This is an optimization exercise on Yosys and OpenROAD, whose aim is small area, not a production implementation.
In this exercise RTL edits were held to simulation tests only and were not proved equivalent to the original.
Power is estimated from default activity; no workload was simulated.

== branch lagoon ==
Design user_project_addr_space_regfile, start of the top module:
module user_project_addr_space_regfile #(
    parameter int unsigned DEPTH        = 16,
    parameter logic [31:0] BASE_ADDR    = 32'h3000_0000,
    parameter int unsigned WAIT_CYCLES  = 0,
    parameter logic [31:0] READ_DEFAULT = 32'h0000_0777
) (
    input  logic        wb_clk_i,
    input  logic        wb_rst_i,
    input  logic        wbs_stb_i,
    input  logic        wbs_cyc_i,
    input  logic        wbs_we_i,
    input  logic [3:0]  wbs_sel_i,
    input  logic [31:0] wbs_dat_i,
    input  logic [31:0] wbs_adr_i,
    output logic        wbs_ack_o,
    output logic [31:0] wbs_dat_o,
    output logic [15:0] access_cnt_o,
    output logic [31:0] last_addr_o
);
    logic             init_q;
    logic [31:0]      mem [16];
    logic [31:0]      mem_n [16];
    logic             acc, hit, wr, rd;
    logic [15:0]      wsel_n, rsel;
    logic [3:0]       sel_n;
    logic [15:0][3:0] lane_we, lane_keep;
    logic [31:0]      rdata;
    logic             hold_dat, miss_n;
    assign acc = wbs_cyc_i & wbs_stb_i & ~wbs_ack_o;
    assign hit = (wbs_adr_i[31:6] == BASE_ADDR[31:6]);
    assign wr  = acc & wbs_we_i & hit;
  ...
==> flow/config.mk <==
export PLATFORM = sky130hd
export DESIGN_NAME = user_project_addr_space_regfile
export DESIGN_NICKNAME = user_project_addr_space_regfile
export VERILOG_FILES = /design/flow/design.v
export SDC_FILE = /design/flow/constraint.sdc
export NUM_CORES = 4
export LEC_CHECK = 0
export CAP_MARGIN = 5
export CORE_MARGIN = 2
export CORE_UTILIZATION = 75
export SLEW_MARGIN = 5
export SYNTH_HIERARCHICAL = 1
export SYNTH_MINIMUM_KEEP_SIZE = 0
==> flow/constraint.sdc <==
create_clock -name core_clock -period 10.0 [get_ports {wb_clk_i}]
set_input_delay 2.0000 -clock core_clock [delete_from_list [all_inputs] [get_ports {wb_clk_i}]]
set_output_delay 2.0000 -clock core_clock [all_outputs]
set_load 0.01 [all_outputs]
standard.sh (not shown) runs the stock make flow with config.mk's settings and CLKGATE_MAP_FILE= SYNTH_SCRIPT=/design/flow/synth_recipe.tcl, a recipe that flattens the netlist after the stock synthesis.
==> flow/flow/run.sh <==
#!/bin/bash
set -euo pipefail
CTS="-sink_clustering_enable -repair_clock_nets -dont_use_dummy_load -buf_list sky130_fd_sc_hd__clkbuf_8 -root_buf sky130_fd_sc_hd__clkbuf_16 -sink_clustering_size 16 -sink_clustering_max_diameter 50"
bash standard.sh \
  "BUFFER_PORTS_ARGS=-buffer_cell sky130_fd_sc_hd__buf_1" \
  "CTS_ARGS=$CTS" \
  finish > flow_make.log 2>&1
Modified inputs, branch xenon compared to branch lagoon
==> flow/run.sh (new file) <==
#!/bin/bash
# synth_recipe.tcl (not shown) runs the flow's synth.tcl, then flattens the netlist and writes it again
# the make line also repeats each setting of config.mk as NAME=value (left out here)
make -C /OpenROAD-flow-scripts/flow DESIGN_CONFIG=/design/flow/config.mk WORK_HOME=/design/flow/orfs CLKGATE_MAP_FILE= SYNTH_SCRIPT=/design/flow/synth_recipe.tcl finish
--- a/flow/config.mk
+++ b/flow/config.mk
@@ -6,8 +6,8 @@
 export NUM_CORES = 4
 export LEC_CHECK = 0
-export CAP_MARGIN = 5
+export CAP_MARGIN = 20
 export CORE_MARGIN = 2
-export CORE_UTILIZATION = 75
-export SLEW_MARGIN = 5
+export CORE_UTILIZATION = 60
+export SLEW_MARGIN = 20
 export SYNTH_HIERARCHICAL = 1
 export SYNTH_MINIMUM_KEEP_SIZE = 0
removed: flow/flow/run.sh
removed: flow/standard.sh
- The final layout from branch xenon, which completed every stage, passed the timing, DRC and antenna checks at the end of the flow.
- branch xenon ended up with a lower power share of the sequential group than branch lagoon did.
- Between branch lagoon and branch xenon, power density over cell area increased.
- Number of setup buffers added after CTS came out exactly the same in branch lagoon and branch xenon.
- According to the power report, total power for branch xenon is higher than for branch lagoon.
- Summary — horizontal die dimension, branch xenon relative to branch lagoon: higher, by about 12%.
- Delta(number of global-route vias before repair, branch xenon - branch lagoon) < 0
- Number of flops mapped to enable cells by yosys: branch xenon vs branch lagoon identical
- When branch xenon is measured against branch lagoon, its largest net degree at the start of global routing turns out 4.7% higher.
- branch lagoon → branch xenon: signed area change from the synthesized netlist to the final layout moved up, wire length of the first global-routing pass climbed 4.0%, wire length per cell after detailed routing shrank by about 5%.

========
user_project_addr_space_regfile, a different RTL version from the one above (not shown whole).
For scale: about 1600 cells after synthesis, roughly 590 flip-flops, ~0.020 sq mm of cells after synthesis.
Design user_project_addr_space_regfile, start of the top module:
module user_project_addr_space_regfile #(
    parameter int unsigned DEPTH        = 16,
    parameter logic [31:0] BASE_ADDR    = 32'h3000_0000,
    parameter int unsigned WAIT_CYCLES  = 0,
    parameter logic [31:0] READ_DEFAULT = 32'h0000_0777
) (
    input  logic        wb_clk_i,
    input  logic        wb_rst_i,
    input  logic        wbs_stb_i,
    input  logic        wbs_cyc_i,
    input  logic        wbs_we_i,
    input  logic [3:0]  wbs_sel_i,
    input  logic [31:0] wbs_dat_i,
    input  logic [31:0] wbs_adr_i,
    output logic        wbs_ack_o,
    output logic [31:0] wbs_dat_o,
    output logic [15:0] access_cnt_o,
    output logic [31:0] last_addr_o
);
    logic             init_q;
    logic [31:0]      mem   [16];
    logic [31:0]      mem_n [16];
    logic cs_n, acc, acc_n, we_n, hit, wr, rdh, hold_dat, miss_n, init_n;
    logic a2n, a3n, a4n, a5n;
    logic [3:0]  lo, lo_n, hiw, hir_n, sel_n;
  ...
==> flow/config.mk <==
export PLATFORM = sky130hd
export DESIGN_NAME = user_project_addr_space_regfile
export DESIGN_NICKNAME = user_project_addr_space_regfile
export VERILOG_FILES = /design/flow/design.v
export SDC_FILE = /design/flow/constraint.sdc
export NUM_CORES = 4
export LEC_CHECK = 0
export CAP_MARGIN = 20
export CORE_MARGIN = 2
export CORE_UTILIZATION = 75
export GPL_TIMING_DRIVEN = 0
export SLEW_MARGIN = 20
export SYNTH_HIERARCHICAL = 1
export SYNTH_MINIMUM_KEEP_SIZE = 0
==> flow/constraint.sdc <==
create_clock -name core_clock -period 10.0 [get_ports {wb_clk_i}]
set_input_delay 2.0000 -clock core_clock [delete_from_list [all_inputs] [get_ports {wb_clk_i}]]
set_output_delay 2.0000 -clock core_clock [all_outputs]
set_load 0.01 [all_outputs]
==> flow/flow/run.sh <==
#!/bin/bash
set -euo pipefail
CTS="-sink_clustering_enable -repair_clock_nets -dont_use_dummy_load -root_buf sky130_fd_sc_hd__clkbuf_8 -buf_list sky130_fd_sc_hd__clkbuf_8 -sink_clustering_size 16 -sink_clustering_max_diameter 60"
bash standard.sh \
  "BUFFER_PORTS_ARGS=-buffer_cell sky130_fd_sc_hd__buf_1" \
  "CTS_ARGS=$CTS" \
  finish > flow_make.log 2>&1
==> next run, changes <==
--- a/flow/config.mk
+++ b/flow/config.mk
@@ -10,2 +10 @@
-export CORE_UTILIZATION = 75
-export GPL_TIMING_DRIVEN = 0
+export CORE_UTILIZATION = 85
Now the flow did not get past global placement, error GPL-0301.
Area after synthesis stays the same.
Synthesized cell count is unchanged.
==> next run, changes <==
--- a/flow/config.mk
+++ b/flow/config.mk
@@ -10 +10 @@
-export CORE_UTILIZATION = 85
+export CORE_UTILIZATION = 75
This time the run finished clean.
Synthesized cell count is unchanged.
Area after synthesis does not change.
==> next run, changes <==
==> flow/flow/run.sh (replaced) <==
#!/bin/bash
set -euo pipefail
CTS="-sink_clustering_enable -repair_clock_nets -dont_use_dummy_load -buf_list sky130_fd_sc_hd__clkbuf_8 -root_buf sky130_fd_sc_hd__clkbuf_16 -sink_clustering_size 16 -sink_clustering_max_diameter 50"
bash standard.sh \
  "BUFFER_PORTS_ARGS=-buffer_cell sky130_fd_sc_hd__buf_1" \
  "CTS_ARGS=$CTS" \
  finish > flow_make.log 2>&1
- The changed run finished with timing, DRC and antenna clean
- synthesized area does not change
- clock-buffer cell count climbs by 2
- final area grows by 0.37%
- core utilization climbs by 0.30 points
- routed wire length is about the same
- global-route usage climbs by 0.13 points
- setup slack got worse by 0.043 ns
- final cell count hardly moves
- non-clock buffer count stays the same
- clock power grows by about 5%
- critical path depth stays the same

==> separate check: timing with driven ports <==
Ports are ideal in the flow. The routed layouts listed here were re-timed in OpenROAD.
Step 1 (the two cells are an assumption about what drives the block):
set clk [get_ports {wb_clk_i}]
set_driving_cell -lib_cell sky130_fd_sc_hd__clkbuf_16 $clk
set_driving_cell -lib_cell sky130_fd_sc_hd__buf_2 [delete_from_list [all_inputs] $clk]
Step 2 moves the port delays by t, midway between the first and last clock arrival at a register: inputs arrive t later, outputs are due t later. That takes back most of the time a late clock gives input paths.
a / b / c = ideal ports / drivers / drivers and shift; a / b = the first two.
run | shift t [ns] | setup WS [ns] | slew at the worst register clock pin (ns)
branch lagoon | 0.566 | 4.756 / 4.783 / 4.218 | 0.10 / 0.10
branch xenon | 0.651 | 4.368 / 4.393 / 3.742 | 0.06 / 0.06
the first run of note 2 | 0.623 | 4.894 / 4.917 / 4.293 | 0.10 / 0.10
the third run of note 2 | 0.633 | 5.245 / 5.272 / 4.639 | 0.10 / 0.10
the fourth run of note 2 | 0.565 | 5.202 / 5.230 / 4.665 | 0.10 / 0.10
After both steps every run listed still meets setup and hold. For branch xenon, which loses most, drivers alone change the setup slack by +0.025 ns; drivers and shift together by -0.626 ns.
